Background: an optimization exercise with open tools, aiming at small area. Do not read the settings as production practice.
In this exercise RTL edits were held to simulation tests only and were not proved equivalent to the original.
Power is estimated from default activity; no workload was simulated.

File: flow/constraint.sdc
create_clock -name core_clock -period 8.0 [get_ports {clk}]
set_input_delay 1.6000 -clock core_clock [delete_from_list [all_inputs] [get_ports {clk}]]
set_output_delay 1.6000 -clock core_clock [all_outputs]
set_load 0.01 [all_outputs]
File: flow/config.mk
export PLATFORM = sky130hd
export DESIGN_NAME = wig_data_block_parser
export DESIGN_NICKNAME = wig_data_block_parser
export VERILOG_FILES = /design/flow/design.v
export SDC_FILE = /design/flow/constraint.sdc
export NUM_CORES = 4
export LEC_CHECK = 0
export CAP_MARGIN = 20
export CORE_MARGIN = 2
export CORE_UTILIZATION = 40
export SLEW_MARGIN = 20
File: flow/run.sh
#!/bin/bash
# synth_recipe.tcl (not shown) runs the flow's synth.tcl, then flattens the netlist and writes it again
# the make line also repeats each setting of config.mk as NAME=value (left out here)
make -C /OpenROAD-flow-scripts/flow DESIGN_CONFIG=/design/flow/config.mk WORK_HOME=/design/flow/orfs CLKGATE_MAP_FILE= SYNTH_SCRIPT=/design/flow/synth_recipe.tcl finish
File: flow/design.v
`default_nettype none
package wdbp_pkg;
	localparam int WORD_W  = 32;
	localparam int BYTE_W  = 8;
	localparam int COUNT_W = 16;
	localparam int POS_W   = 5;
	localparam int CFG_IDX_W = 2;
	typedef logic [CFG_IDX_W-1:0] cfg_idx_t;
	localparam cfg_idx_t CFG_BYTE_SWAPPED = 2'd0;
	localparam cfg_idx_t CFG_QUERY_BEGIN  = 2'd1;
	localparam cfg_idx_t CFG_QUERY_END    = 2'd2;
	typedef enum logic [1:0] {
		KIND_NONE = 2'd0,
		KIND_BED  = 2'd1,
		KIND_VAR  = 2'd2,
		KIND_FIX  = 2'd3
	} kind_t;
endpackage
`default_nettype wire
`default_nettype none
import wdbp_pkg::*;
module wdbp_window (
	input  wire logic [WORD_W-1:0] lo,
	input  wire logic [WORD_W-1:0] hi,
	input  wire logic [WORD_W-1:0] a,
	input  wire logic [WORD_W-1:0] b,
	output logic                   below,
	output logic                   above,
	output logic                   empty
);
	function automatic logic less(input logic [WORD_W-1:0] x, input logic [WORD_W-1:0] y,
		input logic signed_cmp);
		logic c;
		c = 1'b0;
		for (int i = 0; i < WORD_W - 1; i++) begin
			c = (!x[i] && y[i]) || ((!x[i] || y[i]) && c);
		end
		if (signed_cmp) begin
			c = (x[WORD_W-1] && !y[WORD_W-1]) || ((x[WORD_W-1] || !y[WORD_W-1]) && c);
		end
		less = c;
	endfunction
	always_comb begin
		below = less(hi, a, 1'b1);
		above = less(b, lo, 1'b1);
		empty = !lo[WORD_W-1] && !hi[WORD_W-1] && less(hi, lo, 1'b0);
	end
endmodule
`default_nettype wire
`default_nettype none
import wdbp_pkg::*;
module wig_data_block_parser (
	input  wire logic              clk,
	input  wire logic              arst_n,
	input  wire logic              in_valid,
	output wire logic              in_ready,
	input  wire logic [BYTE_W-1:0] in_data,
	input  wire logic              in_last,
	output wire logic              row_valid,
	input  wire logic              row_ready,
	output wire logic [WORD_W-1:0] row_start,
	output wire logic [WORD_W-1:0] row_end,
	output wire logic [WORD_W-1:0] row_value,
	output wire logic [WORD_W-1:0] row_chrom,
	output wire logic              row_bad,
	output wire logic              row_final,
	input  wire logic              cfg_valid,
	output wire logic              cfg_ready,
	input  wire logic [CFG_IDX_W-1:0] cfg_addr,
	input  wire logic [WORD_W-1:0] cfg_wdata
);
	logic               swap_q;
	logic               qb_sign_q;
	logic [WORD_W-1:0]  qb_q;
	logic               qe_sign_q;
	logic [WORD_W-1:0]  qe_q;
	logic [POS_W-1:0]   pos_q;
	logic               in_header_q;
	wdbp_pkg::kind_t    kind_q;
	logic               missed_q;
	logic [COUNT_W-1:0] left_q;
	logic [WORD_W-1:0]  chrom_q;
	logic [WORD_W-1:0]  start_q;
	logic [WORD_W-1:0]  end_q;
	logic [WORD_W-1:0]  inc_q;
	logic [WORD_W-1:0]  value_q;
	logic               out_valid_q;
	logic               accept;
	logic               hdr_take;
	logic               rec_take;
	logic               active_rec;
	logic               row_done;
	logic               hdr_done;
	logic               clear_pos;
	logic [3:0]         lane_en;
	logic [3:0]         lane_clr;
	logic [2:0]         field;
	logic [BYTE_W-1:0]  din;
	logic [WORD_W-1:0]  din_w;
	logic [WORD_W-1:0]  sum;
	logic [WORD_W-1:0]  lo;
	logic [WORD_W-1:0]  hi;
	logic               below;
	logic               above;
	logic               empty;
	logic               is_bed;
	logic               is_var;
	logic               is_fix;
	logic               is_none;
	logic               left_zero;
	wdbp_pkg::kind_t    kind_dec;
	assign in_ready  = !out_valid_q || row_ready;
	assign accept    = in_valid && in_ready;
	assign cfg_ready = 1'b1;
	always_comb begin
		is_bed  = (kind_q == KIND_BED);
		is_var  = (kind_q == KIND_VAR);
		is_fix  = (kind_q == KIND_FIX);
		is_none = (kind_q == KIND_NONE);
		left_zero  = (left_q == '0);
		active_rec = !in_header_q && !is_none && !left_zero;
		hdr_take   = accept && in_header_q;
		rec_take   = accept && active_rec;
		hdr_done   = in_header_q && (pos_q == POS_W'(23));
		clear_pos  = in_header_q && (pos_q == POS_W'(21));
		row_done   = active_rec && ((is_bed && pos_q == POS_W'(11)) ||
			(is_var && pos_q == POS_W'(7)) || (is_fix && pos_q[1:0] == 2'd3));
		field = pos_q[4:2];
		for (int g = 0; g < 4; g++) begin
			lane_en[g] = ((swap_q ? ~pos_q[1:0] : pos_q[1:0]) == 2'(g));
		end
		lane_clr = lane_en | {4{clear_pos}};
		din   = clear_pos ? '0 : in_data;
		din_w = {4{din}};
		if (in_data[BYTE_W-1:2] == '0 && in_data[1:0] != 2'd0) begin
			kind_dec = wdbp_pkg::kind_t'(in_data[1:0]);
		end else begin
			kind_dec = KIND_NONE;
		end
		sum = (pos_q[0] ? end_q : start_q) + inc_q;
		lo = {qb_sign_q & qb_q[WORD_W-1], qb_q[WORD_W-2:0]};
		hi = {qe_sign_q & qe_q[WORD_W-1], qe_q[WORD_W-2:0]};
	end
	wdbp_window u_window (
		.lo    (lo),
		.hi    (hi),
		.a     (start_q),
		.b     (end_q),
		.below (below),
		.above (above),
		.empty (empty)
	);
	always_ff @(posedge clk or negedge arst_n) begin
		if (!arst_n) begin
			swap_q      <= 1'b0;
			qb_sign_q   <= 1'b1;
			qe_sign_q   <= 1'b1;
			pos_q       <= '0;
			in_header_q <= 1'b1;
			out_valid_q <= 1'b0;
		end else begin
			if (cfg_valid) begin
				unique case (cfg_addr)
					CFG_BYTE_SWAPPED: swap_q <= cfg_wdata[0];
					CFG_QUERY_BEGIN:  qb_sign_q <= cfg_wdata[WORD_W-1];
					CFG_QUERY_END:    qe_sign_q <= cfg_wdata[WORD_W-1];
					default: ;
				endcase
			end
			if (accept) begin
				if (in_last) begin
					in_header_q <= 1'b1;
					pos_q       <= '0;
				end else if (in_header_q) begin
					if (hdr_done) begin
						in_header_q <= 1'b0;
						pos_q       <= '0;
					end else begin
						pos_q <= pos_q + 1'b1;
					end
				end else if (active_rec) begin
					if (row_done) begin
						pos_q <= is_fix ? POS_W'(4) : '0;
					end else begin
						pos_q <= pos_q + 1'b1;
					end
				end
			end
			if (accept && ((hdr_done && is_none) || (row_done && !missed_q && !below && !above))) begin
				out_valid_q <= 1'b1;
			end else if (row_ready) begin
				out_valid_q <= 1'b0;
			end
		end
	end
	always_ff @(posedge clk) begin
		if (cfg_valid && cfg_addr == CFG_QUERY_BEGIN) begin
			qb_q <= cfg_wdata;
		end else if (hdr_take && field == 3'd1 && qb_sign_q) begin
			for (int g = 0; g < 4; g++) begin
				if (lane_en[g]) qb_q[8*g +: 8] <= din_w[8*g +: 8];
			end
		end
		if (cfg_valid && cfg_addr == CFG_QUERY_END) begin
			qe_q <= cfg_wdata;
		end else if (hdr_take && field == 3'd2 && qe_sign_q) begin
			for (int g = 0; g < 4; g++) begin
				if (lane_en[g]) qe_q[8*g +: 8] <= din_w[8*g +: 8];
			end
		end
		if (hdr_take && pos_q == POS_W'(20)) kind_q <= kind_dec;
		if (hdr_take && pos_q == POS_W'(12)) missed_q <= below || above || empty;
		for (int g = 0; g < 4; g++) begin
			if (hdr_take && field == 3'd0 && lane_en[g]) chrom_q[8*g +: 8] <= din_w[8*g +: 8];
		end
		if (hdr_take && pos_q[4:1] == 4'd11) begin
			if (pos_q[0] ^ swap_q) left_q[15:8] <= din;
			else left_q[7:0] <= din;
		end else if (rec_take && row_done) begin
			left_q <= left_q - 1'b1;
		end
		if (rec_take && is_fix && pos_q == POS_W'(4)) begin
			start_q <= sum;
		end else begin
			for (int g = 0; g < 4; g++) begin
				if (lane_clr[g] && ((hdr_take && field == 3'd1) || (hdr_take && clear_pos && !is_fix) ||
						(rec_take && !is_fix && field == 3'd0))) begin
					start_q[8*g +: 8] <= din_w[8*g +: 8];
				end
			end
		end
		if ((hdr_take && is_fix && pos_q == POS_W'(22)) ||
				(rec_take && is_var && pos_q == POS_W'(4)) ||
				(rec_take && is_fix && pos_q == POS_W'(5))) begin
			end_q <= sum;
		end else begin
			for (int g = 0; g < 4; g++) begin
				if (lane_clr[g] && ((hdr_take && (field == 3'd2 || field == 3'd3)) ||
						(hdr_take && clear_pos && !is_fix) || (rec_take && is_bed && field == 3'd1))) begin
					end_q[8*g +: 8] <= din_w[8*g +: 8];
				end
			end
		end
		if (hdr_take && is_fix && pos_q == POS_W'(22)) begin
			inc_q <= end_q;
		end else begin
			for (int g = 0; g < 4; g++) begin
				if (lane_en[g] && hdr_take && field == 3'd4) inc_q[8*g +: 8] <= din_w[8*g +: 8];
			end
		end
		for (int g = 0; g < 4; g++) begin
			if (lane_clr[g] && ((hdr_take && clear_pos) ||
					(rec_take && ((is_bed && field == 3'd2) || (is_var && field == 3'd1) || is_fix)))) begin
				value_q[8*g +: 8] <= din_w[8*g +: 8];
			end
		end
	end
	assign row_valid = out_valid_q;
	assign row_start = start_q;
	assign row_end   = end_q;
	assign row_value = value_q;
	assign row_chrom = chrom_q;
	assign row_bad   = is_none;
	assign row_final = left_zero && !is_none;
endmodule
`default_nettype wire
==> impl_metrics.env, run 1 <==
export IMPL_antenna_found_initial=0
export IMPL_fp_dieW_um=189
export IMPL_grt_use_total=0.251
export IMPL_yosysTopAreaCell="edfxtp_1"
export IMPL_drive_above_1_share=0.0644
export IMPL_holdPathStages=2
export IMPL_dr_wl_met2_um=21200
export IMPL_finClkSkew_ns=0.00883
export IMPL_place_congestion=0.925
export IMPL_cts_tree="yes"
export IMPL_fmax_mhz=201
export IMPL_min_path_type="flip-flop to flip-flop"
export IMPL_ys_types=68
export IMPL_grt_max_degree=45
export IMPL_slew_viol_final=0
export IMPL_grt_pass1_vias=10816
export IMPL_numCtsBuffers=29
export IMPL_p_per_area_nw_per_um2=186
export IMPL_area_growth_pct=23.0
export IMPL_post_cts_setup_buffers=0
export IMPL_worstPathCellList="buf_4, mux2i_1, inv_1, ha_1, a21o_1, a21oi_1, o21ai_0, a2111o_1, a21oi_1, o211ai_1, nand2b_1, a21boi_0, o41a_1, a41oi_1, mux2i_1, o31ai_1"
export IMPL_rr_startpoint="pos_q[0]"
export IMPL_cts_buffer_depth=3
export IMPL_drtIter0Drc=1071
export IMPL_finalHoldViolCount=0
export IMPL_cts_hold_buf=0
export IMPL_nNetsFinal=1558
export IMPL_vias_per_cell=5.65
export IMPL_rsz0062_at_grt="no"
export IMPL_syn_nets=1382
export IMPL_clk_pin_slew_worst_paths_ns=0.06
export IMPL_synth_area_top_cells="edfxtp_1 54%, nand2_1 6.6%, o21ai_0 4.0%"
export IMPL_hold_start="qe_sign_q"
export IMPL_cpPeakStageDelay_ns=0.62
export IMPL_place_inst=1888
export IMPL_avgSynthCellArea_um2=10.5
export IMPL_die_h_um=189
export IMPL_min_to="qe_sign_q"
export IMPL_worst_r2r_path_depth=16
export IMPL_synth_edf_count=243
export IMPL_fp_row_count=67
export IMPL_period_share=0.623
export IMPL_setup_viol_count_final=0
export IMPL_peakVddDrop_uv=163
export IMPL_ys_ff_latch=253
export IMPL_fin_ws_ns=3.02
export IMPL_synth_most_common_cell="edfxtp_1"
export IMPL_worstPathArrival_ns=5.24
export IMPL_first_pass_iters=9
export IMPL_pre_cts_ws_ns=3.16
export IMPL_syn_cell_area_um2=13600
export IMPL_cp_top_family="compound AO/OA/AOI/OAI gates"
export IMPL_initial_core_util=0.406
export IMPL_cp_slowest_cell="dfrtp_2"
export IMPL_setup_tns_ns=0
export IMPL_route_detailed_drc=0
export IMPL_status="complete, no violations"
export IMPL_power_leakage_nw=6.51
export IMPL_ys_warn_count=2
export IMPL_vias=10965
export IMPL_synth_main_ff_cell="edfxtp_1"
export IMPL_h_tree_depth=1
export IMPL_cp_required_ns=8.25
export IMPL_top_layer="met4"
export IMPL_grt_pass1_wl_um=66300
export IMPL_total_power_mw=3.11
export IMPL_clock_sinks=253
export IMPL_end_kind="flip-flop"
export IMPL_finalCriticalPeriod_ns=4.98
export IMPL_dp_hpwl_um=34500
export IMPL_cp_start_kind="flip-flop"
export IMPL_wl_met3_um=4340
export IMPL_dieArea_um2=35500
export IMPL_ys_seq_area_frac=0.555
export IMPL_worstSkewPairLatency_ns=0.54
export IMPL_path_buf_inv=2
export IMPL_cts_resized_gates=0
export IMPL_synth_top_area_share=0.536
export IMPL_cap_violations=0
export IMPL_drt_total_wl_um=45100
export IMPL_antenna_left=0
export IMPL_io_buffers=179
export IMPL_pin_count=181
export IMPL_core_area_um2=33500
export IMPL_final_cells=1939
export IMPL_overflow=0
export IMPL_cts_root_buffer="clkbuf_16"
export IMPL_relSlewSlack=0.303
export IMPL_synthTopCellsByCount="243 x edfxtp_1, 240 x nand2_1, 110 x o21ai_0"
export IMPL_netlist_instances=1297
export IMPL_tightest_slew_ns=1.05
export IMPL_path_class="flip-flop to flip-flop"
export IMPL_wl_per_cell_um=23.3
export IMPL_met1_length_um=18100
export IMPL_cp_max_fo=34
export IMPL_async_flop_share=0.0395
export IMPL_timing_rr_end="end_q[31]"
export IMPL_r2r_slack_ns=3.02
==> flip-flops by register name, summed over array words and instances (netlist names), 2 cells and up <==
name     cells
left_q      16
qb_q        32
start_q     32
kind_q       2
inc_q       32
pos_q        5
end_q       32
qe_q        32
chrom_q     32
value_q     32
==> worst reg2reg max path, stage by stage (launching register included) <==
cell	delay, ns
dfrtp_2	0.62
buf_4	0.47
mux2i_1	0.38
inv_1	0.08
ha_1	0.27
a21o_1	0.18
a21oi_1	0.22
o21ai_0	0.16
a2111o_1	0.48
a21oi_1	0.24
o211ai_1	0.21
nand2b_1	0.12
a21boi_0	0.12
o41a_1	0.40
a41oi_1	0.34
mux2i_1	0.29
o31ai_1	0.11
==> per-stage QoR <==
stage | cell area (um^2) | utilization | hold WS (ns)
after global placement | 15900 | 0.474 | 0.465
final | 16800 | 0.500 | 0.470
after global routing | 16800 | 0.500 | 0.513
after detailed placement | 15900 | 0.474 | 0.467
after CTS | 16700 | 0.499 | 0.477
after floorplan | 13600 | - | 0.446
==> power breakdown <==
part | switching [mW] | internal [mW]
clock network | 0.527 | 0.685
logic | 0.238 | 0.147
registers | 0.0254 | 1.49
==> worst max path at each step <==
| stage | startpoint | endpoint | slack [ns] | cells after the start |
|---|---|---|---|---|
| floorplan | pos_q[0] | end_q[31] | 3.78 | 17 |
| global placement | pos_q[0] | end_q[31] | 3.23 | 16 |
| detailed placement | pos_q[0] | end_q[31] | 3.16 | 16 |
| CTS | pos_q[0] | end_q[31] | 3.15 | 16 |
| global route | pos_q[0] | end_q[31] | 2.76 | 16 |
| finish | pos_q[0] | end_q[31] | 3.02 | 16 |
==> routing by layer <==
metal,vias to the layer above,GRT usage
met3,96,0.0574
met5,-,0
met1,5279,0.325
met2,562,0.417
li1,5028,-
met4,0,0.0781
==> layout by cell type, fill, tap and decap left out, types with 7 or more instances in the layout <==
master / n
o21ai_1: 10
o211ai_1: 7
ha_1: 36
edfxtp_1: 243
buf_4: 13
maj3_1: 31
xor2_1: 18
nor3_1: 10
o21ai_0: 100
mux2_2: 18
nor2_1: 56
nand2b_1: 28
inv_1: 93
nor2b_1: 29
clkbuf_16: 29
clkinv_2: 7
maj3_2: 7
a21o_1: 45
mux2i_1: 7
o31ai_1: 9
a21oi_1: 59
nand3_1: 21
and2_1: 21
clkdlybuf4s50_1: 179
and3_1: 10
o22ai_1: 16
xnor2_1: 24
nand2_1: 240
==> kinds of logic (layout without fill, tap and decap cells) <==
group,Yosys count,after routing,synth area share
XOR/XNOR,42,42,0.0270
other,1,2,0.000275
AO/OA/AOI/OAI,313,313,0.146
multiplexers,25,25,0.0200
AND/OR/NAND/NOR,446,446,0.149
adder cells (fa/ha/maj),75,75,0.0631
buffers and inverters,142,335,0.0394
flip-flops,253,253,0.555
==> cell type report <==
class,instances,area (um^2)
clock inverters,15,95.1
repair buffers,194,1900
inverters,93,349
fillers,3085,16800
well taps,448,561
diodes,1,2.50
clock buffers,33,741
multi-input cells,902,5560
flip-flops and latches,253,7550
==> run 2, diff against run 1 <==
--- a/flow/config.mk
+++ b/flow/config.mk
@@ -9,3 +9,4 @@
 export CORE_MARGIN = 2
 export CORE_UTILIZATION = 40
+export CTS_BUF_LIST = sky130_fd_sc_hd__clkbuf_4
 export SLEW_MARGIN = 20
==> impl_metrics.env, run 2 <==
export IMPL_antenna_left=0
export IMPL_timing_rr_end="end_q[31]"
export IMPL_cts_buffer_depth=3
export IMPL_synth_top_area_share=0.536
export IMPL_synthTopCellsByCount="243 x edfxtp_1, 240 x nand2_1, 110 x o21ai_0"
export IMPL_first_pass_iters=5
export IMPL_finalHoldViolCount=0
export IMPL_initial_core_util=0.406
export IMPL_drtIter0Drc=983
export IMPL_wl_per_cell_um=22.5
export IMPL_grt_pass1_wl_um=66500
export IMPL_tightest_slew_ns=1.04
export IMPL_ys_types=68
export IMPL_synthAdderAreaFrac=0.0631
export IMPL_relSlewSlack=0.308
export IMPL_final_cells=2021
export IMPL_dp_hpwl_um=34500
export IMPL_cp_slowest_cell="dfrtp_2"
export IMPL_grt_pass1_vias=11206
export IMPL_layout_commonest_cell="edfxtp_1"
export IMPL_worstSkewPairLatency_ns=0.74
export IMPL_yosysTopAreaCell="edfxtp_1"
export IMPL_netlist_instances=1297
export IMPL_synth_main_ff_cell="edfxtp_1"
export IMPL_rsz0062_at_grt="no"
export IMPL_layout_common_cells="243 x edfxtp_1, 240 x nand2_1, 179 x clkdlybuf4s50_1, 105 x clkbuf_4, 100 x o21ai_0"
export IMPL_drt_total_wl_um=45400
export IMPL_min_path_type="flip-flop to flip-flop"
export IMPL_cap_violations=0
export IMPL_cp_max_fo=34
export IMPL_place_congestion=0.925
export IMPL_synth_edf_count=243
export IMPL_finClkSkew_ns=0.0760
export IMPL_cts_hold_buf=0
export IMPL_r2r_slack_ns=3.05
export IMPL_pin_count=181
export IMPL_grt_use_total=0.254
export IMPL_end_kind="flip-flop"
export IMPL_path_buf_inv=2
export IMPL_cts_root_buffer="clkbuf_4"
export IMPL_die_h_um=189
export IMPL_cp_start_kind="flip-flop"
export IMPL_peakVddDrop_uv=155
export IMPL_io_buffers=179
export IMPL_place_inst=1888
export IMPL_synth_area_top_cells="edfxtp_1 54%, nand2_1 6.6%, o21ai_0 4.0%"
export IMPL_path_class="flip-flop to flip-flop"
export IMPL_dieArea_um2=35500
export IMPL_vias=11209
export IMPL_vias_per_cell=5.55
export IMPL_overflow=0
export IMPL_h_tree_depth=3
export IMPL_avgSynthCellArea_um2=10.5
export IMPL_worst_r2r_path_depth=16
export IMPL_slew_viol_final=0
export IMPL_cp_depth=16
export IMPL_fmax_mhz=202
export IMPL_synth_top_family_by_area="simple AND/OR/NAND/NOR gates"
export IMPL_worstPathArrival_ns=5.38
export IMPL_ys_seq_area_frac=0.555
export IMPL_endpoint="end_q[31]"
export IMPL_core_area_um2=33500
export IMPL_worstPathCellList="buf_4, mux2i_1, inv_1, ha_1, a21o_1, a21oi_1, o21ai_0, a2111o_1, a21oi_1, o211ai_1, nand2b_1, a21boi_0, o41a_1, a41oi_1, mux2i_1, o31ai_1"
export IMPL_rr_startpoint="pos_q[0]"
export IMPL_antenna_found_initial=1
export IMPL_fp_row_count=67
export IMPL_cts_tree="yes"
export IMPL_finalCriticalPeriod_ns=4.95
export IMPL_cts_resized_gates=0
export IMPL_syn_cell_area_um2=13600
export IMPL_syn_nets=1382
export IMPL_cpPeakStageDelay_ns=0.62
export IMPL_status="complete, no violations"
export IMPL_power_leakage_nw=6.63
export IMPL_synthMuxAreaShare=0.0200
export IMPL_total_power_mw=3.09
export IMPL_clock_sinks=253
export IMPL_post_cts_setup_buffers=0
export IMPL_crit_path_start="pos_q[0]"
export IMPL_synth_compound_area_share=0.146
export IMPL_route_detailed_drc=0
export IMPL_ys_warn_count=2
export IMPL_async_flop_share=0.0395
export IMPL_yosys_area_share_simple=0.149
export IMPL_cp_top_family="compound AO/OA/AOI/OAI gates"
export IMPL_area_growth_pct=23.5
export IMPL_setup_tns_ns=0
export IMPL_numCtsBuffers=72
export IMPL_p_per_area_nw_per_um2=183
export IMPL_period_share=0.619
export IMPL_cp_required_ns=8.43
export IMPL_clk_pin_slew_worst_paths_ns=0.07
export IMPL_fin_util=0.502
export IMPL_grt_max_degree=45
export IMPL_synth_xor_area_frac=0.0270
export IMPL_ys_ff_latch=253
export IMPL_fp_dieW_um=189
export IMPL_nNetsFinal=1600
export IMPL_synth_most_common_cell="edfxtp_1"
export IMPL_drive_above_1_share=0.108
export IMPL_setup_viol_count_final=0
run 2: cell count changes in the layout (fill, tap and decap cells not counted):
| cell | before | now |
|---|---|---|
| clkinv_2 | 7 | 1 |
| bufinv_16 | 1 | 0 |
| clkinvlp_4 | 1 | 0 |
| clkbuf_4 | 0 | 105 |
| clkinv_1 | 6 | 19 |
| clkbuf_16 | 29 | 0 |
| inv_2 | 0 | 2 |
| buf_4 | 13 | 12 |
| clkinv_4 | 0 | 4 |
| clkbuf_1 | 4 | 0 |
run 2: how the worst min path moves through the flow:
stage                         start   endpoint  slack, ns  cells past startpoint
after floorplan           qe_sign_q  qe_sign_q       0.45                      2
after global placement    qe_sign_q  qe_sign_q       0.47                      2
after detailed placement  qe_sign_q  qe_sign_q       0.47                      2
after CTS                 qe_sign_q  qe_sign_q       0.48                      2
after global routing      qe_sign_q  qe_sign_q       0.51                      2
final                     qe_sign_q  qe_sign_q       0.47                      2
run 2: cells by family (layout without fill, tap and decap cells):
kind of cell	Yosys count	count (layout)
adders and majority gates	75	75
xor gates and xnor gates	42	42
and+or+nand+nor	446	446
DFF	253	253
AOI/OAI and AO/OA	313	313
muxes	25	25
buffers and inverters	142	417
other	1	2
run 2: final cells by class:
type / instances / area [um^2]
Clock inverter: 26 / 119
Fill cell: 3138 / 16700
Tap cell: 448 / 561
Inverter: 93 / 349
Antenna cell: 1 / 2.50
Sequential cell: 253 / 7550
Timing Repair Buffer: 193 / 1890
Clock buffer: 105 / 788
Multi-Input combinational cell: 902 / 5560
run 2: worst reg2reg max path: stages, from the launching register on:
cell and delay [ns]:
dfrtp_2 0.62, buf_4 0.46, mux2i_1 0.38, inv_1 0.08, ha_1 0.27, a21o_1 0.18, a21oi_1 0.22, o21ai_0 0.16
a2111o_1 0.48, a21oi_1 0.25, o211ai_1 0.22, nand2b_1 0.13, a21boi_0 0.12, o41a_1 0.39, a41oi_1 0.35, mux2i_1 0.28
o31ai_1 0.10
run 2: stage by stage:
stage / hold WS (ns) / area [um^2] / setup WS [ns]
2_1_floorplan: 0.446 / 13600 / 3.78
3_3_place_gp: 0.465 / 15900 / 3.23
3_5_place_dp: 0.467 / 15900 / 3.16
4_1_cts: 0.477 / 16800 / 3.01
5_1_grt: 0.515 / 16800 / 2.74
6_report: 0.472 / 16800 / 3.05
run 2: layer usage:
metal / up-vias / share of wire / track usage
li1: 5184 / - / -
met1: 5322 / 0.39 / 0.317
met2: 591 / 0.47 / 0.412
met3: 112 / 0.10 / 0.0751
met4: 0 / 0.035 / 0.106
met5: - / 0 / 0
run 2: report_power, final:
part           total, mW  internal [mW]  switching [mW]  leakage, nW
combinational      0.384          0.147           0.237         3.71
clock               1.19          0.608           0.579        0.542
sequential          1.51           1.49          0.0251         2.38
==> run 3, diff against run 2 <==
--- a/flow/config.mk
+++ b/flow/config.mk
@@ -9,4 +9,4 @@
 export CORE_MARGIN = 2
 export CORE_UTILIZATION = 40
-export CTS_BUF_LIST = sky130_fd_sc_hd__clkbuf_4
+export CTS_BUF_LIST = sky130_fd_sc_hd__clkbuf_2 sky130_fd_sc_hd__clkbuf_4 sky130_fd_sc_hd__clkbuf_8
 export SLEW_MARGIN = 20
==> impl_metrics.env, run 3 <==
export IMPL_core_area_um2=33500
export IMPL_cp_top_family="compound AO/OA/AOI/OAI gates"
export IMPL_dpl_cell_area_um2=15900
export IMPL_rsz0062_at_grt="no"
export IMPL_grt_max_degree=45
export IMPL_synth_edf_count=243
export IMPL_min_path_type="flip-flop to flip-flop"
export IMPL_async_flop_share=0.0395
export IMPL_ys_warn_count=2
export IMPL_vias=11027
export IMPL_overflow=0
export IMPL_netlist_instances=1297
export IMPL_path_class="flip-flop to flip-flop"
export IMPL_path_buf_inv=2
export IMPL_area_growth_pct=23.3
export IMPL_io_buffers=179
export IMPL_synth_most_common_cell="edfxtp_1"
export IMPL_cp_max_fo=34
export IMPL_first_pass_iters=6
export IMPL_finalHoldViolCount=0
export IMPL_wl_per_cell_um=23.0
export IMPL_final_cells=1968
export IMPL_stdcell_area_um2=16800
export IMPL_drt_total_wl_um=45300
export IMPL_drive_above_1_share=0.0855
export IMPL_setup_viol_count_final=0
export IMPL_clk_pin_slew_worst_paths_ns=0.06
export IMPL_place_congestion=0.925
export IMPL_synth_top_area_share=0.536
export IMPL_cp_slowest_cell="dfrtp_2"
export IMPL_finClkSkew_ns=0.0359
export IMPL_cap_violations=0
export IMPL_post_cts_setup_buffers=0
export IMPL_fp_row_count=67
export IMPL_status="complete, no violations"
export IMPL_finalCriticalPeriod_ns=4.96
export IMPL_cp_required_ns=8.28
export IMPL_cts_buffer_depth=3
export IMPL_worstPathArrival_ns=5.24
export IMPL_tightest_slew_ns=1.07
export IMPL_cpPeakStageDelay_ns=0.62
export IMPL_setup_tns_ns=0
export IMPL_synth_main_ff_cell="edfxtp_1"
export IMPL_syn_cell_area_um2=13600
export IMPL_vias_per_cell=5.60
export IMPL_peakVddDrop_uv=141
export IMPL_power_leakage_nw=6.56
export IMPL_worstPathCellList="buf_4, mux2i_1, inv_1, ha_1, a21o_1, a21oi_1, o21ai_0, a2111o_1, a21oi_1, o211ai_1, nand2b_1, a21boi_0, o41a_1, a41oi_1, mux2i_1, o31ai_1"
export IMPL_cts_resized_gates=0
export IMPL_route_detailed_drc=0
export IMPL_fin_util=0.501
export IMPL_layout_commonest_cell="edfxtp_1"
export IMPL_yosysTopAreaCell="edfxtp_1"
export IMPL_nNetsFinal=1574
export IMPL_dp_hpwl_um=34500
export IMPL_ys_types=68
export IMPL_fin_ws_ns=3.04
export IMPL_ys_ff_latch=253
export IMPL_antenna_found_initial=0
export IMPL_die_h_um=189
export IMPL_grt_use_total=0.252
export IMPL_grt_pass1_vias=10955
export IMPL_cts_hold_buf=0
export IMPL_worstSkewPairLatency_ns=0.58
export IMPL_relSlewSlack=0.285
export IMPL_cts_root_buffer="clkbuf_8"
export IMPL_place_inst=1888
export IMPL_synth_area_top_cells="edfxtp_1 54%, nand2_1 6.6%, o21ai_0 4.0%"
export IMPL_cp_start_kind="flip-flop"
export IMPL_h_tree_depth=2
export IMPL_layout_common_cells="243 x edfxtp_1, 240 x nand2_1, 179 x clkdlybuf4s50_1, 100 x o21ai_0, 93 x inv_1"
export IMPL_dieArea_um2=35500
export IMPL_slew_viol_final=0
export IMPL_clock_sinks=253
export IMPL_total_power_mw=3.11
export IMPL_antenna_cells=0
export IMPL_avgSynthCellArea_um2=10.5
export IMPL_period_share=0.620
export IMPL_pin_count=181
export IMPL_cts_tree="yes"
export IMPL_p_per_area_nw_per_um2=185
export IMPL_synthTopCellsByCount="243 x edfxtp_1, 240 x nand2_1, 110 x o21ai_0"
export IMPL_end_kind="flip-flop"
export IMPL_pre_cts_ws_ns=3.16
export IMPL_initial_core_util=0.406
export IMPL_grt_pass1_wl_um=66400
export IMPL_antenna_left=0
export IMPL_ys_seq_area_frac=0.555
export IMPL_syn_nets=1382
export IMPL_fp_dieW_um=189
export IMPL_fmax_mhz=202
export IMPL_drtIter0Drc=1061
export IMPL_whs_ns=0.473
export IMPL_numCtsBuffers=46
-- run 3: cell counts after synthesis --
No cell type changed its count.
-- run 3: area by class of cell --
class / count / area [um^2]
Clock inverter: 14 / 95.1
Timing Repair Buffer: 193 / 1890
Inverter: 93 / 349
Fill cell: 3117 / 16700
Multi-Input combinational cell: 902 / 5560
Sequential cell: 253 / 7550
Clock buffer: 65 / 788
Tap cell: 448 / 561
-- run 3: tightest hold or removal path, stage by stage, from the launching register on --
cell and delay, ns:
dfstp_2 0.38, nand2_1 0.05, nand2_1 0.05
-- run 3: path summary, 6_finish.rpt --
kind / slack [ns] / cells past startpoint / from / to
worst max-delay path: 3.04 / 16 / pos_q[0] / end_q[31]
worst min-delay path: 0.47 / 2 / qe_sign_q / qe_sign_q
worst max register to register: 3.04 / 16 / pos_q[0] / end_q[31]
worst min register to register: 0.47 / 2 / qe_sign_q / qe_sign_q
max in group asynchronous: 6.25 / 1 / arst_n / pos_q[0]
min in group asynchronous: 1.36 / 1 / arst_n / swap_q
-- run 3: kinds of logic after synthesis --
| kind of cell | after synthesis | synth area share |
|---|---|---|
| AO/OA/AOI/OAI | 313 | 0.146 |
| XOR/XNOR | 42 | 0.0270 |
| adder cells (fa/ha/maj) | 75 | 0.0631 |
| buffers and inverters | 142 | 0.0394 |
| flip-flops | 253 | 0.555 |
| multiplexers | 25 | 0.0200 |
| other | 1 | 0.000275 |
| AND/OR/NAND/NOR | 446 | 0.149 |
-- run 3: metal layers --
layer	global-route usage	vias up	wire, um
met1	0.324	5297	18100
met5	0	-	0
li1	-	5073	-
met4	0.0844	0	1540
met3	0.0641	109	4430
met2	0.415	548	21200
-- run 3: where the power goes --
group	internal, mW	switching (mW)
combinational	0.147	0.238
clock	0.665	0.548
sequential	1.49	0.0253
==> run 4, diff against run 3 <==
==> flow/flow/run.sh (new file) <==
#!/bin/bash
# The standard layout (standard.sh) with two changes that only affect buffering:
#  - the port buffers are the smallest buffer cell (buf_1) instead of the resizer's default;
#  - clock tree synthesis uses clkbuf_4 and inserts no dummy loads.
set -euo pipefail
bash standard.sh \
  "BUFFER_PORTS_ARGS=-buffer_cell sky130_fd_sc_hd__buf_1" \
  "CTS_ARGS=-sink_clustering_enable -repair_clock_nets -buf_list sky130_fd_sc_hd__clkbuf_4 -dont_use_dummy_load" \
  finish > standard_make.log 2>&1
==> flow/standard.sh (new file) <==
#!/bin/bash
# synth_recipe.tcl (not shown) runs the flow's synth.tcl, then flattens the netlist and writes it again
# the make line also repeats each setting of config.mk as NAME=value (left out here)
make -C /OpenROAD-flow-scripts/flow DESIGN_CONFIG=/design/flow/config.mk WORK_HOME=/design/flow/orfs CLKGATE_MAP_FILE= SYNTH_SCRIPT=/design/flow/synth_recipe.tcl "${@:-finish}"
--- a/flow/config.mk
+++ b/flow/config.mk
@@ -9,4 +9,3 @@
 export CORE_MARGIN = 2
 export CORE_UTILIZATION = 40
-export CTS_BUF_LIST = sky130_fd_sc_hd__clkbuf_2 sky130_fd_sc_hd__clkbuf_4 sky130_fd_sc_hd__clkbuf_8
 export SLEW_MARGIN = 20
removed: flow/run.sh
==> impl_metrics.env, run 4 <==
export IMPL_dp_hpwl_um=33600
export IMPL_worstPathArrival_ns=5.28
export IMPL_fin_ws_ns=3.14
export IMPL_grt_use_total=0.245
export IMPL_synth_top_area_share=0.536
export IMPL_rsz0062_at_grt="no"
export IMPL_slew_viol_final=0
export IMPL_vias=11103
export IMPL_grt_max_degree=45
export IMPL_netlist_instances=1297
export IMPL_synthTopCellsByCount="243 x edfxtp_1, 240 x nand2_1, 110 x o21ai_0"
export IMPL_drtIter0Drc=988
export IMPL_syn_cell_area_um2=13600
export IMPL_ys_seq_area_frac=0.555
export IMPL_nNetsFinal=1599
export IMPL_area_growth_pct=12.7
export IMPL_io_buffers=179
export IMPL_drive_above_1_share=0.0847
export IMPL_async_flop_share=0.0395
export IMPL_ys_types=68
export IMPL_fp_row_count=67
export IMPL_antenna_left=0
export IMPL_layout_commonest_cell="edfxtp_1"
export IMPL_cp_max_fo=30
export IMPL_wl_per_cell_um=22.5
export IMPL_route_detailed_drc=0
export IMPL_avgSynthCellArea_um2=10.5
export IMPL_layout_common_cells="243 x edfxtp_1, 240 x nand2_1, 179 x buf_1, 103 x o21ai_0, 93 x inv_1"
export IMPL_die_h_um=189
export IMPL_numCtsBuffers=70
export IMPL_synth_most_common_cell="edfxtp_1"
export IMPL_relSlewSlack=0.388
export IMPL_synth_edf_count=243
export IMPL_first_pass_iters=7
export IMPL_p_per_area_nw_per_um2=178
export IMPL_cap_violations=0
export IMPL_cts_hold_buf=0
export IMPL_drt_total_wl_um=44200
export IMPL_nFillCells=3254
export IMPL_h_tree_depth=3
export IMPL_place_congestion=0.923
export IMPL_end_kind="flip-flop"
export IMPL_grt_pass1_wl_um=64700
export IMPL_worstPathCellList="buf_4, mux2i_1, inv_1, ha_1, a21o_1, a21oi_1, o21ai_0, a2111o_1, a21oi_1, o211ai_1, nand2b_1, a21boi_0, o41a_1, a41oi_1, mux2i_1, o31ai_1"
export IMPL_cp_slowest_cell="dfrtp_2"
export IMPL_finalCriticalPeriod_ns=4.86
export IMPL_cts_resized_gates=0
export IMPL_overflow=0
export IMPL_cp_start_kind="flip-flop"
export IMPL_core_area_um2=33500
export IMPL_tightest_slew_ns=0.918
export IMPL_post_cts_setup_buffers=0
export IMPL_ys_ff_latch=253
export IMPL_cts_tree="yes"
export IMPL_initial_core_util=0.406
export IMPL_dieArea_um2=35500
export IMPL_setup_viol_count_final=0
export IMPL_min_path_type="flip-flop to flip-flop"
export IMPL_cp_required_ns=8.42
export IMPL_setup_tns_ns=0
export IMPL_finalHoldViolCount=0
export IMPL_pin_count=181
export IMPL_peakVddDrop_uv=141
export IMPL_yosysTopAreaCell="edfxtp_1"
export IMPL_grt_pass1_vias=10960
export IMPL_path_class="flip-flop to flip-flop"
export IMPL_cpPeakStageDelay_ns=0.68
export IMPL_fmax_mhz=206
export IMPL_vias_per_cell=5.66
export IMPL_finClkSkew_ns=0.0816
export IMPL_status="complete, no violations"
export IMPL_clk_pin_slew_worst_paths_ns=0.07
export IMPL_synth_main_ff_cell="edfxtp_1"
export IMPL_worstSkewPairLatency_ns=0.69
export IMPL_synth_area_top_cells="edfxtp_1 54%, nand2_1 6.6%, o21ai_0 4.0%"
export IMPL_fp_dieW_um=189
export IMPL_ys_warn_count=2
export IMPL_cts_root_buffer="clkbuf_4"
export IMPL_power_leakage_nw=5.94
export IMPL_syn_nets=1382
export IMPL_pre_cts_ws_ns=3.14
export IMPL_clock_sinks=253
export IMPL_cts_buffer_depth=3
export IMPL_period_share=0.608
export IMPL_antenna_found_initial=2
run 4: kinds of logic (layout without fill, tap and decap cells):
family / after synthesis / count (layout) / synth area share
AO/OA/AOI/OAI: 313 / 313 / 0.146
AND/OR/NAND/NOR: 446 / 446 / 0.149
other: 1 / 2 / 0.000275
buffers and inverters: 142 / 357 / 0.0394
flip-flops: 253 / 253 / 0.555
multiplexers: 25 / 25 / 0.0200
XOR/XNOR: 42 / 42 / 0.0270
adder cells (fa/ha/maj): 75 / 75 / 0.0631
run 4: final cells by class:
cell class | instances | area [um^2] | area share
repair buffers | 194 | 805 | 0.0524
well taps | 448 | 561 | 0.0365
flip-flops and latches | 253 | 7550 | 0.492
inverters | 93 | 349 | 0.0227
diodes | 1 | 2.50 | 0.000163
clock buffers | 70 | 526 | 0.0342
multi-input cells | 902 | 5560 | 0.362
run 4: metal layers:
layer / share of wire / routed length, um / up-vias / track usage
met3: 0.098 / 4340 / 98 / 0.0710
met5: 0 / 0 / - / 0
met1: 0.40 / 17700 / 5330 / 0.313
met2: 0.47 / 20600 / 568 / 0.393
met4: 0.036 / 1610 / 0 / 0.0989
li1: - / - / 5107 / -
run 4: critical path, delay by kind of cell, from the launching register on:
| kind | cells | cell delay (ns) |
|---|---|---|
| compound gates | 10 | 2.41 |
| fa+ha+maj | 1 | 0.27 |
| buf+inv | 2 | 0.49 |
| flops | 1 | 0.68 |
| mux | 2 | 0.60 |
| simple gates | 1 | 0.12 |
run 4: worst paths after layout:
check / cells after the start / end / slack (ns) / startpoint
setup / recovery: 16 / start_q[31] / 3.14 / pos_q[0]
setup reg to reg: 16 / start_q[31] / 3.14 / pos_q[0]
min in group asynchronous: 1 / out_valid_q / 0.90 / arst_n
hold reg to reg: 2 / qe_sign_q / 0.47 / qe_sign_q
max in group asynchronous: 1 / pos_q[0] / 6.66 / arst_n
hold / removal: 2 / qe_sign_q / 0.47 / qe_sign_q
run 4: power by group:
group	total, mW	leakage [nW]	switching, mW	internal (mW)
sequential	1.52	2.38	0.0265	1.49
clock	0.875	0.322	0.478	0.397
combinational	0.339	3.24	0.226	0.113
total	2.73	5.94	0.730	2.00
run 4: per-stage QoR:
step           instances  instance area [um^2]  utilization  hold slack, ns  total power, mW
6_report            1961                 15300        0.458           0.475             2.73
4_1_cts             1960                 15300        0.458           0.478             2.76
2_1_floorplan       1297                 13600            -           0.446             1.75
5_1_grt             1961                 15300        0.458           0.500             2.84
3_3_place_gp        1889                 14800        0.441           0.464             1.87
3_5_place_dp        1890                 14800        0.442           0.470             1.88
==> run 5, diff against run 4 <==
--- a/flow/design.v
+++ b/flow/design.v
@@ -110,4 +110,26 @@
 	logic               left_zero;
 	wdbp_pkg::kind_t    kind_dec;
+	localparam int ADD_BLK = 5;
+	function automatic logic [WORD_W-1:0] add_ci(input logic [WORD_W-1:0] x,
+		input logic [WORD_W-1:0] y);
+		logic c;
+		logic cb;
+		logic ones;
+		logic [WORD_W-1:0] s0;
+		cb = 1'b0;
+		for (int b = 0; b < WORD_W; b += ADD_BLK) begin
+			c = 1'b0;
+			for (int i = b; i < b + ADD_BLK && i < WORD_W; i++) begin
+				s0[i] = x[i] ^ y[i] ^ c;
+				c = (x[i] & y[i]) | (c & (x[i] ^ y[i]));
+			end
+			ones = 1'b1;
+			for (int i = b; i < b + ADD_BLK && i < WORD_W; i++) begin
+				add_ci[i] = s0[i] ^ (cb & ones);
+				ones = ones & s0[i];
+			end
+			cb = c | (cb & ones);
+		end
+	endfunction
 	assign in_ready  = !out_valid_q || row_ready;
 	assign accept    = in_valid && in_ready;
@@ -138,5 +160,5 @@
 			kind_dec = KIND_NONE;
 		end
-		sum = (pos_q[0] ? end_q : start_q) + inc_q;
+		sum = add_ci(pos_q[0] ? end_q : start_q, inc_q);
 		lo = {qb_sign_q & qb_q[WORD_W-1], qb_q[WORD_W-2:0]};
 		hi = {qe_sign_q & qe_q[WORD_W-1], qe_q[WORD_W-2:0]};
==> flow/flow/run.sh (replaced) <==
#!/bin/bash
# The standard layout (standard.sh) with two changes that only affect buffering:
#  - the port buffers are the smallest buffer cell (buf_1) instead of the resizer's default;
#  - clock tree synthesis uses clkbuf_4 in clusters of at most 8 sinks and inserts no dummy
#    loads.
set -euo pipefail
bash standard.sh \
  "BUFFER_PORTS_ARGS=-buffer_cell sky130_fd_sc_hd__buf_1" \
  "CTS_ARGS=-sink_clustering_enable -repair_clock_nets -buf_list sky130_fd_sc_hd__clkbuf_4 -sink_clustering_size 8 -sink_clustering_max_diameter 50 -dont_use_dummy_load" \
  finish > standard_make.log 2>&1
--- a/flow/config.mk
+++ b/flow/config.mk
@@ -8,4 +8,5 @@
 export CAP_MARGIN = 20
 export CORE_MARGIN = 2
-export CORE_UTILIZATION = 40
+export CORE_UTILIZATION = 55
+export GPL_TIMING_DRIVEN = 0
 export SLEW_MARGIN = 20
==> impl_metrics.env, run 5 <==
export IMPL_status="complete, no violations"
export IMPL_synth_top_area_share=0.545
export IMPL_pin_count=181
export IMPL_io_buffers=179
export IMPL_core_area_um2=24100
export IMPL_ys_warn_count=2
export IMPL_cap_violations=0
export IMPL_fmax_mhz=151
export IMPL_holdPathStages=2
export IMPL_setup_tns_ns=0
export IMPL_power_leakage_nw=5.66
export IMPL_cp_start_kind="flip-flop"
export IMPL_overflow=0
export IMPL_numCtsBuffers=38
export IMPL_path_class="flip-flop to flip-flop"
export IMPL_layout_commonest_cell="edfxtp_1"
export IMPL_finalCriticalPeriod_ns=6.62
export IMPL_ys_seq_area_frac=0.564
export IMPL_peakVddDrop_uv=99.7
export IMPL_cts_root_buffer="clkbuf_4"
export IMPL_timing_rr_end="start_q[31]"
export IMPL_clk_pin_slew_worst_paths_ns=0.10
export IMPL_nFillCells=2079
export IMPL_cp_max_fo=10
export IMPL_cts_tree="yes"
export IMPL_worst_r2r_path_depth=24
export IMPL_finClkSkew_ns=0.0951
export IMPL_ys_types=77
export IMPL_drive_above_1_share=0.0625
export IMPL_yosysTopAreaCell="edfxtp_1"
export IMPL_finalHoldViolCount=0
export IMPL_synth_area_top_cells="edfxtp_1 55%, a21o_1 4.8%, fa_1 3.6%"
export IMPL_hold_start="qb_sign_q"
export IMPL_setup_viol_count_final=0
export IMPL_synthTopCellsByCount="243 x edfxtp_1, 124 x nand2_1, 111 x inv_1"
export IMPL_slew_viol_final=0
export IMPL_cts_hold_buf=0
export IMPL_post_cts_setup_buffers=0
export IMPL_period_share=0.828
export IMPL_grt_use_total=0.317
export IMPL_area_growth_pct=10.2
export IMPL_synth_main_ff_cell="edfxtp_1"
export IMPL_relSlewSlack=0.317
export IMPL_p_per_area_nw_per_um2=171
export IMPL_wl_per_cell_um=23.7
export IMPL_avgSynthCellArea_um2=11.6
export IMPL_seq_area_um2=7550
export IMPL_stdcell_area_um2=14800
export IMPL_grt_max_degree=15
export IMPL_min_to="qb_sign_q"
export IMPL_syn_cell_area_um2=13400
export IMPL_synthMuxAreaShare=0.0276
export IMPL_tightest_slew_ns=1.01
export IMPL_synth_most_common_cell="edfxtp_1"
export IMPL_die_h_um=160
export IMPL_place_congestion=0.965
export IMPL_vias=10262
export IMPL_h_tree_depth=2
export IMPL_drt_total_wl_um=40300
export IMPL_synth_xor_area_frac=0.0216
export IMPL_cts_resized_gates=0
export IMPL_nNetsFinal=1467
export IMPL_clock_sinks=253
export IMPL_dpl_cell_area_um2=14500
export IMPL_synthAdderAreaFrac=0.0737
export IMPL_rr_startpoint="pos_q[0]"
export IMPL_fp_dieW_um=160
export IMPL_cts_buffer_depth=3
export IMPL_dp_hpwl_um=30800
export IMPL_antenna_left=0
export IMPL_ys_ff_latch=253
export IMPL_route_detailed_drc=0
export IMPL_multi_input_area_um2=5240
export IMPL_synth_edf_count=243
export IMPL_synth_top_family_by_area="compound AO/OA/AOI/OAI gates"
export IMPL_fp_row_count=57
export IMPL_drtIter0Drc=1240
export IMPL_antenna_found_initial=1
export IMPL_netlist_instances=1158
export IMPL_dieArea_um2=25600
export IMPL_yosys_area_share_simple=0.116
export IMPL_grt_pass1_vias=9884
export IMPL_syn_nets=1248
export IMPL_synth_compound_area_share=0.152
export IMPL_layout_common_cells="243 x edfxtp_1, 182 x buf_1, 124 x nand2_1, 111 x inv_1, 85 x a21o_1"
export IMPL_worstSkewPairLatency_ns=0.69
export IMPL_rsz0062_at_grt="no"
export IMPL_cp_required_ns=8.44
export IMPL_end_kind="flip-flop"
export IMPL_initial_core_util=0.555
export IMPL_min_path_type="flip-flop to flip-flop"
export IMPL_async_flop_share=0.0395
export IMPL_grt_pass1_wl_um=59800
export IMPL_first_pass_iters=8
export IMPL_worstPathArrival_ns=7.06
export IMPL_vias_per_cell=6.04
export IMPL_r2r_slack_ns=1.38
run 5: cell count changes in the layout (fill, tap and decap cells not counted), sizes merged, moves of 10 or more:
cell   previous run  this run
nand3            21         9
fa                1        24
a21oi            59        45
o22ai            16         6
nor2             57        73
and2             21         6
a21o             45        85
o21ai           110        74
mux2i             7        20
ha               36        18
nand2           240       124
maj3             38        28
inv              93       111
run 5: area by class of cell:
type | count | area share
inverters | 111 | 0.0282
multi-input cells | 756 | 0.355
plain buffers | 38 | 0.0120
repair buffers | 179 | 0.0455
flip-flops and latches | 253 | 0.512
diodes | 1 | 0.000170
well taps | 324 | 0.0275
clock buffers | 38 | 0.0193
run 5: power breakdown:
group          internal (mW)  switching [mW]
Clock                  0.219           0.429
Sequential              1.50          0.0303
Combinational          0.121           0.230
Total                   1.84           0.690
run 5: critical path, cell delays in order (launching register included):
cell and delay (ns):
dfrtp_1 0.47, buf_1 0.55, buf_1 0.67, mux2_2 0.29, ha_1 0.14, inv_1 0.05, fa_1 0.36, inv_1 0.08
fa_1 0.18, fa_1 0.19, inv_1 0.06, fa_1 0.42, or4b_1 0.58, o31ai_2 0.39, a41oi_2 0.28, o21ai_2 0.25
a31o_2 0.22, nand2_1 0.11, nor2_1 0.17, a21o_1 0.16, ha_1 0.16, xor2_1 0.17, xnor2_1 0.17, xnor2_1 0.18
o21bai_1 0.09
run 5: logic make-up (layout without fill, tap and decap cells):
group                    count (synthesis)  in the layout
adder cells (fa/ha/maj)                 70             70
XOR/XNOR                                33             33
buffers and inverters                  149            366
other                                    1              2
AND/OR/NAND/NOR                        319            319
flip-flops                             253            253
AO/OA/AOI/OAI                          298            298
multiplexers                            35             35
run 5: worst max path at each step:
stage | start | endpoint | slack, ns | cells after the start
after floorplan | pos_q[0] | end_q[31] | 2.65 | 24
after global placement | pos_q[0] | start_q[31] | 1.52 | 24
after detailed placement | pos_q[0] | start_q[31] | 1.51 | 24
after CTS | pos_q[0] | start_q[31] | 1.47 | 24
after global routing | pos_q[0] | start_q[31] | 0.92 | 24
final | pos_q[0] | start_q[31] | 1.38 | 24
run 5: metal layers:
layer  up-vias  wire length [um]  global-route usage
met3        98              4270              0.0683
met4         0              1510               0.116
li1       4635                 -                   -
met2       594             17300               0.472
met1      4935             17200               0.464
met5         -                 0                   0
run 5: through the flow:
step	worst slack, ns	power [mW]	hold WS, ns	utilization	instances
5_1_grt	0.917	2.61	0.508	0.612	1700
3_5_place_dp	1.51	1.90	0.465	0.600	1661
2_1_floorplan	2.65	1.77	0.446	-	1158
3_3_place_gp	1.52	1.89	0.459	0.600	1661
4_1_cts	1.47	2.52	0.476	0.612	1699
6_report	1.38	2.53	0.478	0.612	1700
==> run 6, diff against run 5 <==
--- a/flow/config.mk
+++ b/flow/config.mk
@@ -8,5 +8,4 @@
 export CAP_MARGIN = 20
 export CORE_MARGIN = 2
-export CORE_UTILIZATION = 55
-export GPL_TIMING_DRIVEN = 0
+export CORE_UTILIZATION = 40
 export SLEW_MARGIN = 20
==> impl_metrics.env, run 6 <==
export IMPL_tightest_slew_ns=1.08
export IMPL_worstPathCellList="buf_4, mux2_2, ha_1, inv_1, fa_1, inv_1, fa_1, fa_1, inv_1, fa_1, or4b_1, o31ai_2, a41oi_2, o21ai_2, a31o_2, nand2_1, nor2_1, a21o_1, ha_1, xor2_1, xnor2_1, xnor2_1, o21bai_1"
export IMPL_fmax_mhz=178
export IMPL_h_tree_depth=2
export IMPL_min_path_type="flip-flop to flip-flop"
export IMPL_cts_tree="yes"
export IMPL_pwr_share_comb=0.134
export IMPL_fin_util=0.456
export IMPL_grt_pass1_vias=9750
export IMPL_pin_count=181
export IMPL_antenna_found_initial=1
export IMPL_p_per_area_nw_per_um2=170
export IMPL_synth_edf_count=243
export IMPL_yosysTopAreaCell="edfxtp_1"
export IMPL_path_class="flip-flop to flip-flop"
export IMPL_stdcell_area_um2=14900
export IMPL_path_buf_inv=4
export IMPL_dieArea_um2=34900
export IMPL_finClkSkew_ns=0.0590
export IMPL_p_int_mw=1.84
export IMPL_cp_slowest_cell="or4b_1"
export IMPL_synth_xor_area_frac=0.0216
export IMPL_vias=10151
export IMPL_vias_per_cell=5.62
export IMPL_dp_hpwl_um=31900
export IMPL_end_kind="flip-flop"
export IMPL_seq_area_um2=7550
export IMPL_cts_resized_gates=0
export IMPL_synth_area_top_cells="edfxtp_1 55%, a21o_1 4.8%, fa_1 3.6%"
export IMPL_numCtsBuffers=39
export IMPL_grt_max_degree=44
export IMPL_synth_top_family_by_area="compound AO/OA/AOI/OAI gates"
export IMPL_finalHoldViolCount=0
export IMPL_relSlewSlack=0.278
export IMPL_antenna_left=0
export IMPL_wl_per_cell_um=23.1
export IMPL_rsz0062_at_grt="no"
export IMPL_pwr_share_seq=0.605
export IMPL_clock_sinks=253
export IMPL_grt_pass1_wl_um=61500
export IMPL_clk_pin_slew_worst_paths_ns=0.09
export IMPL_syn_cell_area_um2=13400
export IMPL_synthMuxAreaShare=0.0276
export IMPL_yosys_area_share_simple=0.116
export IMPL_status="complete, no violations"
export IMPL_cts_hold_buf=0
export IMPL_async_flop_share=0.0395
export IMPL_synth_compound_area_share=0.152
export IMPL_whs_ns=0.480
export IMPL_setup_viol_count_final=0
export IMPL_place_inst=1765
export IMPL_switchingPower_uw=687
export IMPL_fin_ws_ns=2.38
export IMPL_drt_total_wl_um=41800
export IMPL_cap_violations=0
export IMPL_finalCriticalPeriod_ns=5.62
export IMPL_multi_input_area_um2=5240
export IMPL_cp_max_fo=43
export IMPL_ys_warn_count=2
export IMPL_avgSynthCellArea_um2=11.6
export IMPL_slew_viol_final=0
export IMPL_synth_top_area_share=0.545
export IMPL_worstSkewPairLatency_ns=0.67
export IMPL_peakVddDrop_uv=81.1
export IMPL_synth_main_ff_cell="edfxtp_1"
export IMPL_layout_commonest_cell="edfxtp_1"
export IMPL_synthTopCellsByCount="243 x edfxtp_1, 124 x nand2_1, 111 x inv_1"
export IMPL_cp_top_family="adder cells"
export IMPL_clockPowerShare=0.260
export IMPL_drive_above_1_share=0.0756
export IMPL_total_power_mw=2.53
export IMPL_synth_most_common_cell="edfxtp_1"
export IMPL_grt_use_total=0.236
export IMPL_layout_common_cells="243 x edfxtp_1, 179 x buf_1, 124 x nand2_1, 111 x inv_1, 85 x a21o_1"
export IMPL_ys_types=77
export IMPL_core_area_um2=32700
export IMPL_synthAdderAreaFrac=0.0737
export IMPL_fp_dieW_um=187
export IMPL_pre_cts_ws_ns=2.35
export IMPL_drtIter0Drc=1065
export IMPL_cpPeakStageDelay_ns=0.56
export IMPL_syn_nets=1248
export IMPL_place_congestion=0.909
export IMPL_cp_required_ns=8.40
export IMPL_nFillCells=3122
export IMPL_period_share=0.703
export IMPL_post_cts_setup_buffers=0
export IMPL_cts_root_buffer="clkbuf_4"
export IMPL_final_cells=1806
export IMPL_initial_core_util=0.409
export IMPL_route_detailed_drc=0
export IMPL_nNetsFinal=1454
export IMPL_io_buffers=179
export IMPL_area_growth_pct=11.4
export IMPL_ys_ff_latch=253
export IMPL_cts_buffer_depth=3
export IMPL_ys_seq_area_frac=0.564
export IMPL_power_leakage_nw=5.72
export IMPL_netlist_instances=1158
export IMPL_first_pass_iters=6
export IMPL_path_common_cell="fa_1"
export IMPL_die_h_um=187
export IMPL_cp_start_kind="flip-flop"
export IMPL_dpl_cell_area_um2=14600
export IMPL_setup_tns_ns=0
export IMPL_worstPathArrival_ns=6.02
export IMPL_overflow=0
export IMPL_fp_row_count=66
export IMPL_p_sw_frac=0.272
==> run 6: cell counts after synthesis <==
No cell type changed its count.
==> run 6: cells by family after synthesis <==
group / after synthesis
AND/OR/NAND/NOR: 319
AO/OA/AOI/OAI: 298
flip-flops: 253
buffers and inverters: 149
adder cells (fa/ha/maj): 70
multiplexers: 35
XOR/XNOR: 33
other: 1
==> run 6: path summary, 6_finish.rpt <==
kind	from	cells past startpoint	end	slack, ns
max in group asynchronous	arst_n	1	pos_q[0]	6.56
hold reg to reg	qe_sign_q	2	qe_sign_q	0.48
setup / recovery	pos_q[0]	23	start_q[31]	2.38
min in group asynchronous	arst_n	1	swap_q	0.95
hold / removal	qe_sign_q	2	qe_sign_q	0.48
setup reg to reg	pos_q[0]	23	start_q[31]	2.38
==> run 6: final cells by class <==
class                   count  share of cell area
clock buffers              39              0.0196
repair buffers            203              0.0572
flip-flops and latches    253               0.507
well taps                 442              0.0371
diodes                      2            0.000336
inverters                 111              0.0279
multi-input cells         756               0.351
==> run 6: power groups by stage <==
stage / clock [mW] / sequential, mW / combinational [mW]
CTS: 0.675 / 1.53 / 0.338
finish: 0.659 / 1.53 / 0.340
global route: 0.725 / 1.54 / 0.372
floorplan: 0 / 1.55 / 0.219
detailed placement: 0 / 1.56 / 0.337
global placement: 0 / 1.56 / 0.331
==> run 6: per-layer routing <==
metal | global-route usage | wire [um] | share of wire | up-vias
met4 | 0.0949 | 1660 | 0.040 | 0
li1 | - | - | - | 4615
met1 | 0.339 | 18100 | 0.43 | 4935
met2 | 0.353 | 18400 | 0.44 | 506
met5 | 0 | 0 | 0 | -
met3 | 0.0433 | 3620 | 0.087 | 95
==> run 6: tightest hold or removal path, cell delays in order, from the launching register on <==
cell and delay [ns]:
dfstp_2 0.39, nand2_1 0.05, nand2_1 0.05
==> run 7, diff against run 6 <==
--- a/flow/design.v
+++ b/flow/design.v
@@ -99,4 +99,6 @@
 	logic [WORD_W-1:0]  din_w;
 	logic [WORD_W-1:0]  sum;
+	logic               bus_sum;
+	logic [WORD_W-1:0]  bus;
 	logic [WORD_W-1:0]  lo;
 	logic [WORD_W-1:0]  hi;
@@ -161,4 +163,6 @@
 		end
 		sum = add_ci(pos_q[0] ? end_q : start_q, inc_q);
+		bus_sum = in_header_q ? (pos_q == POS_W'(22)) : (!is_bed && pos_q[4:1] == 4'd2);
+		bus = bus_sum ? sum : din_w;
 		lo = {qb_sign_q & qb_q[WORD_W-1], qb_q[WORD_W-2:0]};
 		hi = {qe_sign_q & qe_q[WORD_W-1], qe_q[WORD_W-2:0]};
@@ -242,24 +246,18 @@
 			left_q <= left_q - 1'b1;
 		end
-		if (rec_take && is_fix && pos_q == POS_W'(4)) begin
-			start_q <= sum;
-		end else begin
-			for (int g = 0; g < 4; g++) begin
-				if (lane_clr[g] && ((hdr_take && field == 3'd1) || (hdr_take && clear_pos && !is_fix) ||
-						(rec_take && !is_fix && field == 3'd0))) begin
-					start_q[8*g +: 8] <= din_w[8*g +: 8];
-				end
-			end
-		end
-		if ((hdr_take && is_fix && pos_q == POS_W'(22)) ||
-				(rec_take && is_var && pos_q == POS_W'(4)) ||
-				(rec_take && is_fix && pos_q == POS_W'(5))) begin
-			end_q <= sum;
-		end else begin
-			for (int g = 0; g < 4; g++) begin
-				if (lane_clr[g] && ((hdr_take && (field == 3'd2 || field == 3'd3)) ||
-						(hdr_take && clear_pos && !is_fix) || (rec_take && is_bed && field == 3'd1))) begin
-					end_q[8*g +: 8] <= din_w[8*g +: 8];
-				end
+		for (int g = 0; g < 4; g++) begin
+			if ((rec_take && is_fix && pos_q == POS_W'(4)) ||
+					(lane_clr[g] && ((hdr_take && field == 3'd1) || (hdr_take && clear_pos && !is_fix) ||
+					(rec_take && !is_fix && field == 3'd0)))) begin
+				start_q[8*g +: 8] <= bus[8*g +: 8];
+			end
+		end
+		for (int g = 0; g < 4; g++) begin
+			if ((hdr_take && is_fix && pos_q == POS_W'(22)) ||
+					(rec_take && is_var && pos_q == POS_W'(4)) ||
+					(rec_take && is_fix && pos_q == POS_W'(5)) ||
+					(lane_clr[g] && ((hdr_take && (field == 3'd2 || field == 3'd3)) ||
+					(hdr_take && clear_pos && !is_fix) || (rec_take && is_bed && field == 3'd1)))) begin
+				end_q[8*g +: 8] <= bus[8*g +: 8];
 			end
 		end
--- a/flow/config.mk
+++ b/flow/config.mk
@@ -6,6 +6,6 @@
 export NUM_CORES = 4
 export LEC_CHECK = 0
-export CAP_MARGIN = 20
+export CAP_MARGIN = 5
 export CORE_MARGIN = 2
 export CORE_UTILIZATION = 40
-export SLEW_MARGIN = 20
+export SLEW_MARGIN = 5
==> impl_metrics.env, run 7 <==
export IMPL_fmax_mhz=168
export IMPL_rsz0062_at_grt="no"
export IMPL_ys_types=77
export IMPL_io_buffers=179
export IMPL_worstPathArrival_ns=6.26
export IMPL_period_share=0.742
export IMPL_pin_count=181
export IMPL_synth_top_area_share=0.551
export IMPL_cp_slowest_cell="dfrtp_2"
export IMPL_cts_tree="yes"
export IMPL_core_area_um2=32500
export IMPL_dieArea_um2=34500
export IMPL_die_h_um=186
export IMPL_area_growth_pct=12.0
export IMPL_synth_most_common_cell="edfxtp_1"
export IMPL_finalHoldViolCount=0
export IMPL_p_per_area_nw_per_um2=175
export IMPL_power_leakage_nw=5.61
export IMPL_finalCriticalPeriod_ns=5.94
export IMPL_numCtsBuffers=39
export IMPL_fp_dieW_um=186
export IMPL_cp_top_family="adder cells"
export IMPL_cp_max_fo=24
export IMPL_drtIter0Drc=991
export IMPL_setup_tns_ns=0
export IMPL_dp_hpwl_um=30300
export IMPL_path_class="flip-flop to flip-flop"
export IMPL_path_common_cell="fa_1"
export IMPL_wl_per_cell_um=23.1
export IMPL_overflow=0
export IMPL_worstPathCellList="buf_4, mux2i_1, fa_1, fa_1, fa_1, fa_1, o31ai_4, nand3b_4, o41ai_4, nand3b_4, o41ai_4, a31o_4, a41o_2, ha_1, xor2_1, xnor2_1, xnor2_1, o21ai_0"
export IMPL_clock_sinks=253
export IMPL_cts_root_buffer="clkbuf_4"
export IMPL_grt_pass1_wl_um=60000
export IMPL_syn_cell_area_um2=13200
export IMPL_grt_max_degree=42
export IMPL_drt_total_wl_um=41100
export IMPL_place_congestion=0.936
export IMPL_tightest_slew_ns=0.991
export IMPL_synth_edf_count=243
export IMPL_cts_resized_gates=0
export IMPL_avgSynthCellArea_um2=11.7
export IMPL_fp_row_count=66
export IMPL_worstSkewPairLatency_ns=0.67
export IMPL_synthTopCellsByCount="243 x edfxtp_1, 115 x nand2_1, 113 x inv_1"
export IMPL_cp_required_ns=8.32
export IMPL_initial_core_util=0.407
export IMPL_clk_pin_slew_worst_paths_ns=0.10
export IMPL_antenna_found_initial=3
export IMPL_setup_viol_count_final=0
export IMPL_peakVddDrop_uv=65.8
export IMPL_layout_commonest_cell="edfxtp_1"
export IMPL_syn_nets=1219
export IMPL_nNetsFinal=1429
export IMPL_vias=9943
export IMPL_async_flop_share=0.0395
export IMPL_ys_ff_latch=253
export IMPL_ys_seq_area_frac=0.571
export IMPL_vias_per_cell=5.58
export IMPL_cp_start_kind="flip-flop"
export IMPL_status="complete, no violations"
export IMPL_cap_violations=0
export IMPL_cts_hold_buf=0
export IMPL_place_inst=1740
export IMPL_min_path_type="flip-flop to flip-flop"
export IMPL_layout_common_cells="243 x edfxtp_1, 179 x buf_1, 115 x nand2_1, 113 x inv_1, 78 x o21ai_0"
export IMPL_grt_pass1_vias=9565
export IMPL_synth_main_ff_cell="edfxtp_1"
export IMPL_cts_buffer_depth=3
export IMPL_ys_warn_count=2
export IMPL_antenna_left=0
export IMPL_first_pass_iters=6
export IMPL_route_detailed_drc=0
export IMPL_cpPeakStageDelay_ns=0.71
export IMPL_h_tree_depth=2
export IMPL_grt_use_total=0.239
export IMPL_path_buf_inv=1
export IMPL_slew_viol_final=0
export IMPL_final_cells=1781
export IMPL_yosysTopAreaCell="edfxtp_1"
export IMPL_synth_area_top_cells="edfxtp_1 55%, fa_1 3.6%, a21o_1 3.6%"
export IMPL_end_kind="flip-flop"
export IMPL_post_cts_setup_buffers=0
export IMPL_drive_above_1_share=0.0763
export IMPL_finClkSkew_ns=0.0735
export IMPL_relSlewSlack=0.335
export IMPL_netlist_instances=1129
run 7: cell types whose count changed after synthesis, sizes merged, moves of 9 or more:
| cell | change |
|---|---|
| nand2b | +12 |
| o21ai | +13 |
| nand2 | -9 |
| buf | -9 |
| nor2 | -18 |
| a21o | -21 |
| a21oi | -11 |
run 7: layout make-up:
| type | instances | area (um^2) |
|---|---|---|
| Fill cell | 3101 | 17700 |
| Sequential cell | 253 | 7550 |
| Multi-Input combinational cell | 728 | 5130 |
| Timing Repair Buffer | 204 | 860 |
| Tap cell | 442 | 553 |
| Inverter | 113 | 424 |
| Clock buffer | 39 | 293 |
| Antenna cell | 2 | 5.00 |
run 7: final timing paths:
| check | start | end | slack [ns] | cells after the start |
|---|---|---|---|---|
| worst max-delay path | pos_q[0] | end_q[31] | 2.06 | 18 |
| worst min-delay path | qb_sign_q | qb_sign_q | 0.48 | 2 |
| worst max register to register | pos_q[0] | end_q[31] | 2.06 | 18 |
| worst min register to register | qb_sign_q | qb_sign_q | 0.48 | 2 |
| max in group asynchronous | arst_n | pos_q[0] | 6.57 | 1 |
| min in group asynchronous | arst_n | swap_q | 0.94 | 1 |
run 7: logic make-up (layout without fill, tap and decap cells):
kind of cell,count (synthesis),after routing,synth area share
other,1,3,0.000283
buffers and inverters,148,356,0.0423
adders and majority gates,73,73,0.0768
and+or+nand+nor,322,322,0.124
muxes,32,32,0.0250
AOI/OAI and AO/OA,267,267,0.139
DFF,253,253,0.571
xor gates and xnor gates,33,33,0.0218
run 7: per-layer routing:
metal,share of wire,routed length (um),GRT usage,vias to the layer above
met3,0.081,3330,0.0489,102
li1,-,-,-,4506
met4,0.045,1830,0.109,2
met5,0.00029,12,0,-
met2,0.46,19100,0.385,438
met1,0.41,16800,0.311,4895
run 7: metrics by stage:
step	setup WS [ns]	cell area, um^2	util	hold WS (ns)	power (mW)
3_3_place_gp	2.17	14500	0.446	0.466	1.95
3_5_place_dp	2.03	14500	0.446	0.467	1.95
6_report	2.06	14800	0.455	0.480	2.59
5_1_grt	1.79	14800	0.455	0.523	2.69
2_1_floorplan	2.19	13200	-	0.446	1.81
4_1_cts	2.05	14800	0.455	0.480	2.60
run 7: power by group:
part	leakage (nW)	switching (mW)	total (mW)	internal, mW
combinational	3.10	0.243	0.378	0.134
clock	0.179	0.435	0.659	0.224
sequential	2.33	0.0466	1.55	1.50
total	5.61	0.725	2.59	1.86
run 7: worst register-to-register path, delay by kind of cell (launching register included):
kind                       cells  cell delay [ns]
and+or+nand+nor                2             0.30
AOI/OAI and AO/OA              6             1.61
buffers and inverters          1             0.49
xor gates and xnor gates       3             0.46
adders and majority gates      5             1.90
muxes                          1             0.18
DFF                            1             0.71

-- afterwards: timing with drivers on the ports --
In the flow no input, the clock included, has a driving cell. The finished layouts below were timed again as built, in two steps. Step 1 (the two cells are an assumption about what drives the block):
set clk [get_ports {clk}]
set_driving_cell -lib_cell sky130_fd_sc_hd__clkbuf_16 $clk
set_driving_cell -lib_cell sky130_fd_sc_hd__buf_2 [delete_from_list [all_inputs] $clk]
Step 2 also shifts input and output timing later by t, the mid clock arrival at the registers, as if the neighbouring blocks saw the same clock. Slacks: no drivers / after step 1 / after step 2; pairs: no drivers / after step 1.
run	t, ns	setup WS [ns]	hold slack, ns
run 1	0.588	3.019 / 3.019 / 3.019	0.470 / 0.470 / 0.470
run 2	0.743	3.045 / 3.045 / 3.045	0.472 / 0.472 / 0.472
run 3	0.605	3.039 / 3.039 / 3.039	0.473 / 0.473 / 0.473
run 4	0.701	3.138 / 3.138 / 3.138	0.475 / 0.475 / 0.475
run 5	0.680	1.379 / 1.379 / 1.379	0.478 / 0.478 / 0.478
run 6	0.683	2.379 / 2.379 / 2.379	0.480 / 0.480 / 0.480
run 7	0.684	2.063 / 2.063 / 2.063	0.480 / 0.480 / 0.480
After both steps setup and hold are still met in every run listed.
